This design comes from an exercise in tuning for small area, a short achievable clock period and few clock cycles per item on the open sky130 flow, not from production work. The RTL was checked by simulation tests, not by an equivalence proof against the original design.

==> 08-13: inputs <==
Design covariance_accumulator, start of the top module:
module covariance_accumulator
#(
   parameter int DATA_W = 16,
   parameter int LOG2_N = 2
) (
   input  logic              clk,
   input  logic              rst,
   input  logic              start,
   input  logic              in_valid,
   output logic              in_ready,
   input  logic [DATA_W-1:0] x_in,
   input  logic [DATA_W-1:0] y_in,
   output logic              bram_ena,
   output logic              bram_wea,
   output logic [1:0]        bram_addra,
   output logic [31:0]       bram_dina,
   output logic              busy,
   output logic              done
);
==> module covariance_accumulator, before the edit <==
module covariance_accumulator
#(
   parameter int DATA_W = 16,
   parameter int LOG2_N = 2
) (
   input  logic              clk,
   input  logic              rst,
   input  logic              start,
   input  logic              in_valid,
   output logic              in_ready,
   input  logic [DATA_W-1:0] x_in,
   input  logic [DATA_W-1:0] y_in,
   output logic              bram_ena,
   output logic              bram_wea,
   output logic [1:0]        bram_addra,
   output logic [31:0]       bram_dina,
   output logic              busy,
   output logic              done
);
   localparam int ACC_W = pca_pkg::ACC_W;
   localparam int SQ_W  = ACC_W - 1;      
   logic       rdy_q, busy_q, ena_q, done_q;
   logic [1:0] cnt_q;                     
   logic [2:0] ph_q;                      
   logic [1:0] addr_q;
   logic [15:0]     xq, yq;               
   logic [7:0]      one_q, two_q, neg_q;  
   logic            first_q;              
   logic [SQ_W-1:0] xx_s, xx_c, yy_s, yy_c;
   logic [ACC_W-1:0] xy_s, xy_c;
   logic [SQ_W-1:0] xx_s_d, xx_c_d, yy_s_d, yy_c_d;
   logic [ACC_W-1:0] xy_s_d, xy_c_d;
   logic [31:0]     dina_q;
   logic            sxx_q, syy_q;         
   logic        accept;
   logic [15:0] xg, yg;
   logic [16:0] ye;
   logic [7:0]  one_d, two_d, neg_d;
   assign accept = in_valid & rdy_q;
   assign xg     = x_in & {16{accept}};
   assign yg     = y_in & {16{accept}};
   assign ye     = {yg, 1'b0};
   always_comb begin
      for (int k = 0; k < 8; k++) begin
         one_d[k] = ye[2*k+1] ^ ye[2*k];
         two_d[k] = (ye[2*k+2] & ~ye[2*k+1] & ~ye[2*k]) |
                    (~ye[2*k+2] & ye[2*k+1] & ye[2*k]);
         neg_d[k] = ye[2*k+2];
      end
   end
   always_ff @(posedge clk) begin
      xq      <= xg;
      yq      <= yg;
      one_q   <= one_d;
      two_q   <= two_d;
      neg_q   <= neg_d;
      first_q <= accept & (cnt_q == 2'd0);
   end
   cov_sq_acc u_xx (
      .x     (xq),
      .acc_s (xx_s & {SQ_W{~first_q}}),
      .acc_c (xx_c & {SQ_W{~first_q}}),
      .sum_s (xx_s_d),
      .sum_c (xx_c_d)
   );
   cov_mac u_xy (
      .x     (xq),
      .one   (one_q),
      .two   (two_q),
      .neg   (neg_q),
      .acc_s (xy_s & {ACC_W{~first_q}}),
      .acc_c (xy_c & {ACC_W{~first_q}}),
      .sum_s (xy_s_d),
      .sum_c (xy_c_d)
   );
   cov_sq_acc u_yy (
      .x     (yq),
      .acc_s (yy_s & {SQ_W{~first_q}}),
      .acc_c (yy_c & {SQ_W{~first_q}}),
      .sum_s (yy_s_d),
      .sum_c (yy_c_d)
   );
   logic [ACC_W-1:0] sel_s, sel_c, sel_sum;
   logic             sel_xy;
   always_comb begin
      sel_xy  = ~sxx_q & ~syy_q;
      sel_s   = ({1'b0, xx_s} & {ACC_W{sxx_q}}) | ({1'b0, yy_s} & {ACC_W{syy_q}}) |
                (xy_s & {ACC_W{sel_xy}});
      sel_c   = ({1'b0, xx_c} & {ACC_W{sxx_q}}) | ({1'b0, yy_c} & {ACC_W{syy_q}}) |
                (xy_c & {ACC_W{sel_xy}});
      sel_sum = sel_s + sel_c;
      sel_sum[ACC_W-1] = sel_sum[ACC_W-1] & sel_xy;
   end
   always_ff @(posedge clk) begin
      xx_s   <= xx_s_d;
      xx_c   <= xx_c_d;
      xy_s   <= xy_s_d;
      xy_c   <= xy_c_d;
      yy_s   <= yy_s_d;
      yy_c   <= yy_c_d;
      dina_q <= sel_sum[ACC_W-1:2];
      sxx_q  <= (ph_q == 3'd1);
      syy_q  <= (ph_q == 3'd2);
   end
   always_ff @(posedge clk or posedge rst) begin
      if (rst) begin
         rdy_q  <= 1'b0;
         busy_q <= 1'b0;
         ena_q  <= 1'b0;
         done_q <= 1'b0;
         cnt_q  <= 2'd0;
         ph_q   <= 3'd0;
         addr_q <= 2'd0;
      end else begin
         if (!busy_q && start) begin
            rdy_q  <= 1'b1;
            busy_q <= 1'b1;
         end
         if (accept) begin
            cnt_q <= cnt_q + 2'd1;
            if (cnt_q == 2'd3) begin
               rdy_q <= 1'b0;
               ph_q  <= 3'd1;
            end
         end
         if (ph_q != 3'd0) ph_q <= (ph_q == 3'd6) ? 3'd0 : ph_q + 3'd1;
         done_q <= (ph_q == 3'd5);
         if (ph_q == 3'd5) busy_q <= 1'b0;
         if (ph_q == 3'd2) ena_q <= 1'b1;
         if (ph_q == 3'd6) ena_q <= 1'b0;
         unique case (ph_q)
            3'd2:    addr_q <= 2'd0;
            3'd3:    addr_q <= 2'd3;
            3'd4:    addr_q <= 2'd1;
            3'd5:    addr_q <= 2'd2;
            default: addr_q <= addr_q;
         endcase
      end
   end
   assign in_ready   = rdy_q;
   assign busy       = busy_q;
   assign done       = done_q;
   assign bram_ena   = ena_q;
   assign bram_wea   = ena_q;
   assign bram_addra = addr_q;
   assign bram_dina  = dina_q;
endmodule
clock: 8.5 ns
lec_check: 0
cap_margin: 20
core_margin: 2
core_utilization: 40
cts_cluster_diameter: 50
cts_cluster_size: 20
setup_slack_margin: 5
slew_margin: 20
run.sh (not shown) runs the stock make flow with config.mk's settings and CLKGATE_MAP_FILE= SYNTH_SCRIPT=/design/flow/synth_recipe.tcl, a recipe that flattens the netlist after the stock synthesis.
==> 02-06: changes against 08-13 <==
--- a/flow/design.v
+++ b/flow/design.v
@@ -729,7 +729,7 @@
    logic [SQ_W-1:0] xx_s_d, xx_c_d, yy_s_d, yy_c_d;
    logic [ACC_W-1:0] xy_s_d, xy_c_d;
    logic [31:0]     dina_q;
-   logic            sxx_q, syy_q;         
+   logic            sxx_q, syy_q, sxy_q;  
    logic        accept;
    logic [15:0] xg, yg;
    logic [16:0] ye;
@@ -779,15 +779,13 @@
       .sum_c (yy_c_d)
    );
    logic [ACC_W-1:0] sel_s, sel_c, sel_sum;
-   logic             sel_xy;
    always_comb begin
-      sel_xy  = ~sxx_q & ~syy_q;
       sel_s   = ({1'b0, xx_s} & {ACC_W{sxx_q}}) | ({1'b0, yy_s} & {ACC_W{syy_q}}) |
-                (xy_s & {ACC_W{sel_xy}});
+                (xy_s & {ACC_W{sxy_q}});
       sel_c   = ({1'b0, xx_c} & {ACC_W{sxx_q}}) | ({1'b0, yy_c} & {ACC_W{syy_q}}) |
-                (xy_c & {ACC_W{sel_xy}});
+                (xy_c & {ACC_W{sxy_q}});
       sel_sum = sel_s + sel_c;
-      sel_sum[ACC_W-1] = sel_sum[ACC_W-1] & sel_xy;
+      sel_sum[ACC_W-1] = sel_sum[ACC_W-1] & sxy_q;
    end
    always_ff @(posedge clk) begin
       xx_s   <= xx_s_d;
@@ -799,6 +797,7 @@
       dina_q <= sel_sum[ACC_W-1:2];
       sxx_q  <= (ph_q == 3'd1);
       syy_q  <= (ph_q == 3'd2);
+      sxy_q  <= (ph_q == 3'd3) || (ph_q == 3'd4);
    end
    always_ff @(posedge clk or posedge rst) begin
       if (rst) begin
==> flow/flow/run.sh (new file) <==
#!/bin/bash
# The standard layout, except that synthesis leaves the adder trees to ABC
# instead of mapping them onto full-adder cells (ADDER_MAP_FILE empty), and
# timing repair aims at a tighter period than the design's clock. The clock,
# constraints, registers and the rest of the flow are the standard ones.
set -euo pipefail
bash standard.sh ADDER_MAP_FILE= SETUP_SLACK_MARGIN=5.8 finish > flow_make.log 2>&1
==> flow/standard.sh (new file) <==
#!/bin/bash
# synth_recipe.tcl (not shown) runs the flow's synth.tcl, then flattens the netlist and writes it again
# the make line also repeats each setting of config.mk as NAME=value (left out here)
make -C /OpenROAD-flow-scripts/flow DESIGN_CONFIG=/design/flow/config.mk WORK_HOME=/design/flow/orfs CLKGATE_MAP_FILE= SYNTH_SCRIPT=/design/flow/synth_recipe.tcl "${@:-finish}"
ABC_AREA = 1   (was default)
CTS_CLUSTER_DIAMETER = default   (was 50)
CTS_CLUSTER_SIZE = default   (was 20)
removed: flow/run.sh
==> metrics.md <==
| Metric | Value |
|---|---|
| Status | timing/DRC/antenna clean |
| Worst setup endpoint | busy |
| Seq/Total Area, Yosys | 19.7% |
| Crit-path leading delay family | flip-flops |
| Post-synthesis adder-cell area fraction | 0.0664% |
| Routed wl met2 | 46.9 mm |
| Slew @ Worst Pin | slightly above 600 ps |
-- figures above: 02-06

==> metrics.md <==
| Metric | Value |
|---|---|
| Nets@finish | roughly 3,200 |
| Status | timing/DRC/antenna clean |
| Crit-path leading delay family | adder cells |
| Worst setup endpoint | xy_c[17] |
| Synth area leaders | fa_1, dfxtp_1, inv_1 |
| Post-synthesis adder-cell area fraction | a little over a third |
| Pre-CTS WS | 4290 ps |
| Seq/Total Area, Yosys | between 20% and 30% |
| Slew @ Worst Pin | 784 ps |
| Routed wl met2 | about 30 mm |
-- figures above: 08-13

Testbench counts of 08-13, summed over its fixed seeds: cycles 5,128, windows 512.
Testbench counts of 02-06, summed over its fixed seeds: cycles 5,128, windows 512.

---

==> inputs of juniper <==
Another version of the RTL of covariance_accumulator (not shown whole).
==> module covariance_accumulator, before the edit <==
module covariance_accumulator
#(
   parameter int DATA_W = 16,
   parameter int LOG2_N = 2
) (
   input  logic              clk,
   input  logic              rst,
   input  logic              start,
   input  logic              in_valid,
   output logic              in_ready,
   input  logic [DATA_W-1:0] x_in,
   input  logic [DATA_W-1:0] y_in,
   output logic              bram_ena,
   output logic              bram_wea,
   output logic [1:0]        bram_addra,
   output logic [31:0]       bram_dina,
   output logic              busy,
   output logic              done
);
   localparam int ACC_W = pca_pkg::ACC_W;
   localparam int SQ_W  = ACC_W - 1;      
   logic       rdy_q, busy_q, ena_q, done_q;
   logic [1:0] cnt_q;                     
   logic [2:0] ph_q;                      
   logic [1:0] addr_q;
   logic [15:0]     xq, yq;               
   logic [7:0]      one_q, two_q, neg_q;  
   logic            first_q;              
   logic [SQ_W-1:0] xx_s, xx_c, yy_s, yy_c;
   logic [ACC_W-1:0] xy_s, xy_c;
   logic [SQ_W-1:0] xx_s_d, xx_c_d, yy_s_d, yy_c_d;
   logic [ACC_W-1:0] xy_s_d, xy_c_d;
   logic [31:0]     dina_q;
   logic        accept;
   logic [15:0] xg, yg;
   logic [16:0] ye;
   logic [7:0]  one_d, two_d, neg_d;
   assign accept = in_valid & rdy_q;
   assign xg     = x_in & {16{accept}};
   assign yg     = y_in & {16{accept}};
   assign ye     = {yg, 1'b0};
   always_comb begin
      for (int k = 0; k < 8; k++) begin
         one_d[k] = ye[2*k+1] ^ ye[2*k];
         two_d[k] = (ye[2*k+2] & ~ye[2*k+1] & ~ye[2*k]) |
                    (~ye[2*k+2] & ye[2*k+1] & ye[2*k]);
         neg_d[k] = ye[2*k+2];
      end
   end
   always_ff @(posedge clk) begin
      xq      <= xg;
      yq      <= yg;
      one_q   <= one_d;
      two_q   <= two_d;
      neg_q   <= neg_d;
      first_q <= accept & (cnt_q == 2'd0);
   end
   cov_sq_acc u_xx (
      .x     (xq),
      .acc_s (xx_s & {SQ_W{~first_q}}),
      .acc_c (xx_c & {SQ_W{~first_q}}),
      .sum_s (xx_s_d),
      .sum_c (xx_c_d)
   );
   cov_mac u_xy (
      .x     (xq),
      .one   (one_q),
      .two   (two_q),
      .neg   (neg_q),
      .acc_s (xy_s & {ACC_W{~first_q}}),
      .acc_c (xy_c & {ACC_W{~first_q}}),
      .sum_s (xy_s_d),
      .sum_c (xy_c_d)
   );
   cov_sq_acc u_yy (
      .x     (yq),
      .acc_s (yy_s & {SQ_W{~first_q}}),
      .acc_c (yy_c & {SQ_W{~first_q}}),
      .sum_s (yy_s_d),
      .sum_c (yy_c_d)
   );
   logic [ACC_W-1:0] sel_s, sel_c, sel_sum;
   logic             sel_xy;
   always_comb begin
      unique case (ph_q)
         3'd2:    begin sel_s = {1'b0, xx_s}; sel_c = {1'b0, xx_c}; end
         3'd3:    begin sel_s = {1'b0, yy_s}; sel_c = {1'b0, yy_c}; end
         default: begin sel_s = xy_s;         sel_c = xy_c;         end
      endcase
      sel_xy  = (ph_q != 3'd2) && (ph_q != 3'd3);
      sel_sum = sel_s + sel_c;
      sel_sum[ACC_W-1] = sel_sum[ACC_W-1] & sel_xy;
   end
   always_ff @(posedge clk) begin
      xx_s   <= xx_s_d;
      xx_c   <= xx_c_d;
      xy_s   <= xy_s_d;
      xy_c   <= xy_c_d;
      yy_s   <= yy_s_d;
      yy_c   <= yy_c_d;
      dina_q <= sel_sum[ACC_W-1:2];
   end
   always_ff @(posedge clk or posedge rst) begin
      if (rst) begin
         rdy_q  <= 1'b0;
         busy_q <= 1'b0;
         ena_q  <= 1'b0;
         done_q <= 1'b0;
         cnt_q  <= 2'd0;
         ph_q   <= 3'd0;
         addr_q <= 2'd0;
      end else begin
         if (!busy_q && start) begin
            rdy_q  <= 1'b1;
            busy_q <= 1'b1;
         end
         if (accept) begin
            cnt_q <= cnt_q + 2'd1;
            if (cnt_q == 2'd3) begin
               rdy_q <= 1'b0;
               ph_q  <= 3'd1;
            end
         end
         if (ph_q != 3'd0) ph_q <= (ph_q == 3'd6) ? 3'd0 : ph_q + 3'd1;
         done_q <= (ph_q == 3'd5);
         if (ph_q == 3'd5) busy_q <= 1'b0;
         if (ph_q == 3'd2) ena_q <= 1'b1;
         if (ph_q == 3'd6) ena_q <= 1'b0;
         unique case (ph_q)
            3'd2:    addr_q <= 2'd0;
            3'd3:    addr_q <= 2'd3;
            3'd4:    addr_q <= 2'd1;
            3'd5:    addr_q <= 2'd2;
            default: addr_q <= addr_q;
         endcase
      end
   end
   assign in_ready   = rdy_q;
   assign busy       = busy_q;
   assign done       = done_q;
   assign bram_ena   = ena_q;
   assign bram_wea   = ena_q;
   assign bram_addra = addr_q;
   assign bram_dina  = dina_q;
endmodule
==> flow/config.mk <==
export PLATFORM = sky130hd
export DESIGN_NAME = covariance_accumulator
export DESIGN_NICKNAME = covariance_accumulator
export VERILOG_FILES = /design/flow/design.v
export SDC_FILE = /design/flow/constraint.sdc
export NUM_CORES = 4
export LEC_CHECK = 0
export CAP_MARGIN = 20
export CORE_MARGIN = 2
export CORE_UTILIZATION = 40
export SLEW_MARGIN = 20
==> flow/constraint.sdc <==
create_clock -name core_clock -period 8.5 [get_ports {clk}]
set_input_delay 1.7000 -clock core_clock [delete_from_list [all_inputs] [get_ports {clk}]]
set_output_delay 1.7000 -clock core_clock [all_outputs]
set_load 0.01 [all_outputs]
Stock flow here: none of the scripts above is used.
==> inputs of indigo, as changes to juniper <==
--- a/flow/design.v
+++ b/flow/design.v
@@ -729,6 +729,7 @@
    logic [SQ_W-1:0] xx_s_d, xx_c_d, yy_s_d, yy_c_d;
    logic [ACC_W-1:0] xy_s_d, xy_c_d;
    logic [31:0]     dina_q;
+   logic            sxx_q, syy_q, sxy_q;  
    logic        accept;
    logic [15:0] xg, yg;
    logic [16:0] ye;
@@ -778,16 +779,13 @@
       .sum_c (yy_c_d)
    );
    logic [ACC_W-1:0] sel_s, sel_c, sel_sum;
-   logic             sel_xy;
    always_comb begin
-      unique case (ph_q)
-         3'd2:    begin sel_s = {1'b0, xx_s}; sel_c = {1'b0, xx_c}; end
-         3'd3:    begin sel_s = {1'b0, yy_s}; sel_c = {1'b0, yy_c}; end
-         default: begin sel_s = xy_s;         sel_c = xy_c;         end
-      endcase
-      sel_xy  = (ph_q != 3'd2) && (ph_q != 3'd3);
+      sel_s   = ({1'b0, xx_s} & {ACC_W{sxx_q}}) | ({1'b0, yy_s} & {ACC_W{syy_q}}) |
+                (xy_s & {ACC_W{sxy_q}});
+      sel_c   = ({1'b0, xx_c} & {ACC_W{sxx_q}}) | ({1'b0, yy_c} & {ACC_W{syy_q}}) |
+                (xy_c & {ACC_W{sxy_q}});
       sel_sum = sel_s + sel_c;
-      sel_sum[ACC_W-1] = sel_sum[ACC_W-1] & sel_xy;
+      sel_sum[ACC_W-1] = sel_sum[ACC_W-1] & sxy_q;
    end
    always_ff @(posedge clk) begin
       xx_s   <= xx_s_d;
@@ -797,6 +795,9 @@
       yy_s   <= yy_s_d;
       yy_c   <= yy_c_d;
       dina_q <= sel_sum[ACC_W-1:2];
+      sxx_q  <= (ph_q == 3'd1);
+      syy_q  <= (ph_q == 3'd2);
+      sxy_q  <= (ph_q == 3'd3) || (ph_q == 3'd4);
    end
    always_ff @(posedge clk or posedge rst) begin
       if (rst) begin
==> flow/flow/run.sh (new file) <==
#!/bin/bash
# The standard layout, except that synthesis leaves the adder trees to ABC
# instead of mapping them onto full-adder cells (ADDER_MAP_FILE empty), and
# timing repair aims at a tighter period than the design's clock. The clock,
# constraints, registers and the rest of the flow are the standard ones.
set -euo pipefail
bash standard.sh ADDER_MAP_FILE= SETUP_SLACK_MARGIN=5.5 finish > flow_make.log 2>&1
==> flow/standard.sh (new file) <==
#!/bin/bash
# synth_recipe.tcl (not shown) runs the flow's synth.tcl, then flattens the netlist and writes it again
# the make line also repeats each setting of config.mk as NAME=value (left out here)
make -C /OpenROAD-flow-scripts/flow DESIGN_CONFIG=/design/flow/config.mk WORK_HOME=/design/flow/orfs CLKGATE_MAP_FILE= SYNTH_SCRIPT=/design/flow/synth_recipe.tcl "${@:-finish}"
- ABC_AREA: not set -> 1
- CORE_UTILIZATION: 40 -> 55
- SETUP_SLACK_MARGIN: not set -> 5
removed: flow/run.sh
==> flow_summary.json <==
{
  "outcome": "timing/DRC/antenna clean",
  "gp_congestion": 0.964,
  "grt_pass1_wl_mm": 109,
  "syn_nets": 3230,
  "worst_ep_required_time_ns": 8.97,
  "cts_sinks": 291,
  "drt_wl_total_mm": 67.6,
  "synth-xor-area-share_pct": 6.66,
  "clkPwrFrac_pct": 14.8
}
[end of results for juniper]
==> flow_summary.json <==
{
  "outcome": "timing/DRC/antenna clean",
  "gp_congestion": 0.965,
  "drt_wl_total_mm": 104,
  "syn_nets": 5554,
  "cts_sinks": 294,
  "worst_ep_required_time_ns": 6.80
}
[end of results for indigo]
Testbench counts of juniper, summed over its fixed seeds: cycles 5,128, windows 512.
Testbench counts of indigo, summed over its fixed seeds: cycles 5,128, windows 512.

## static timing again, ports no longer ideal
The flow's constraints put no driver on any port. The routed layouts listed below were extracted and timed again, unchanged, in two steps.
Step 1: set_driving_cell puts a clkbuf_16 on clk and a buf_2 on each other input, an assumption about the parent block.
Step 2 adds t to the input delays and takes it off the output delays; t is the mean of the earliest and latest rising clock arrival at the registers after step 1. Input paths then give back, and output paths get back, about the clock's delay inside the block.
Three values: ideal ports, drivers, drivers and shift; two values: the first two.
run | shift t [ns] | setup slack, ns | worst register clock-pin slew, ns
08-13 | 0.614 | 5.077 / 5.077 / 5.023 | 0.07 / 0.07
02-06 | 0.643 | 5.708 / 5.644 / 5.293 | 0.07 / 0.07
juniper | 0.607 | 4.000 / 4.000 / 4.000 | 0.07 / 0.07
indigo | 0.653 | 5.540 / 5.476 / 5.251 | 0.07 / 0.07
After both steps every run listed still meets setup and hold. For 02-06, which loses most, drivers alone change the setup slack by -0.064 ns; drivers and shift together by -0.415 ns.
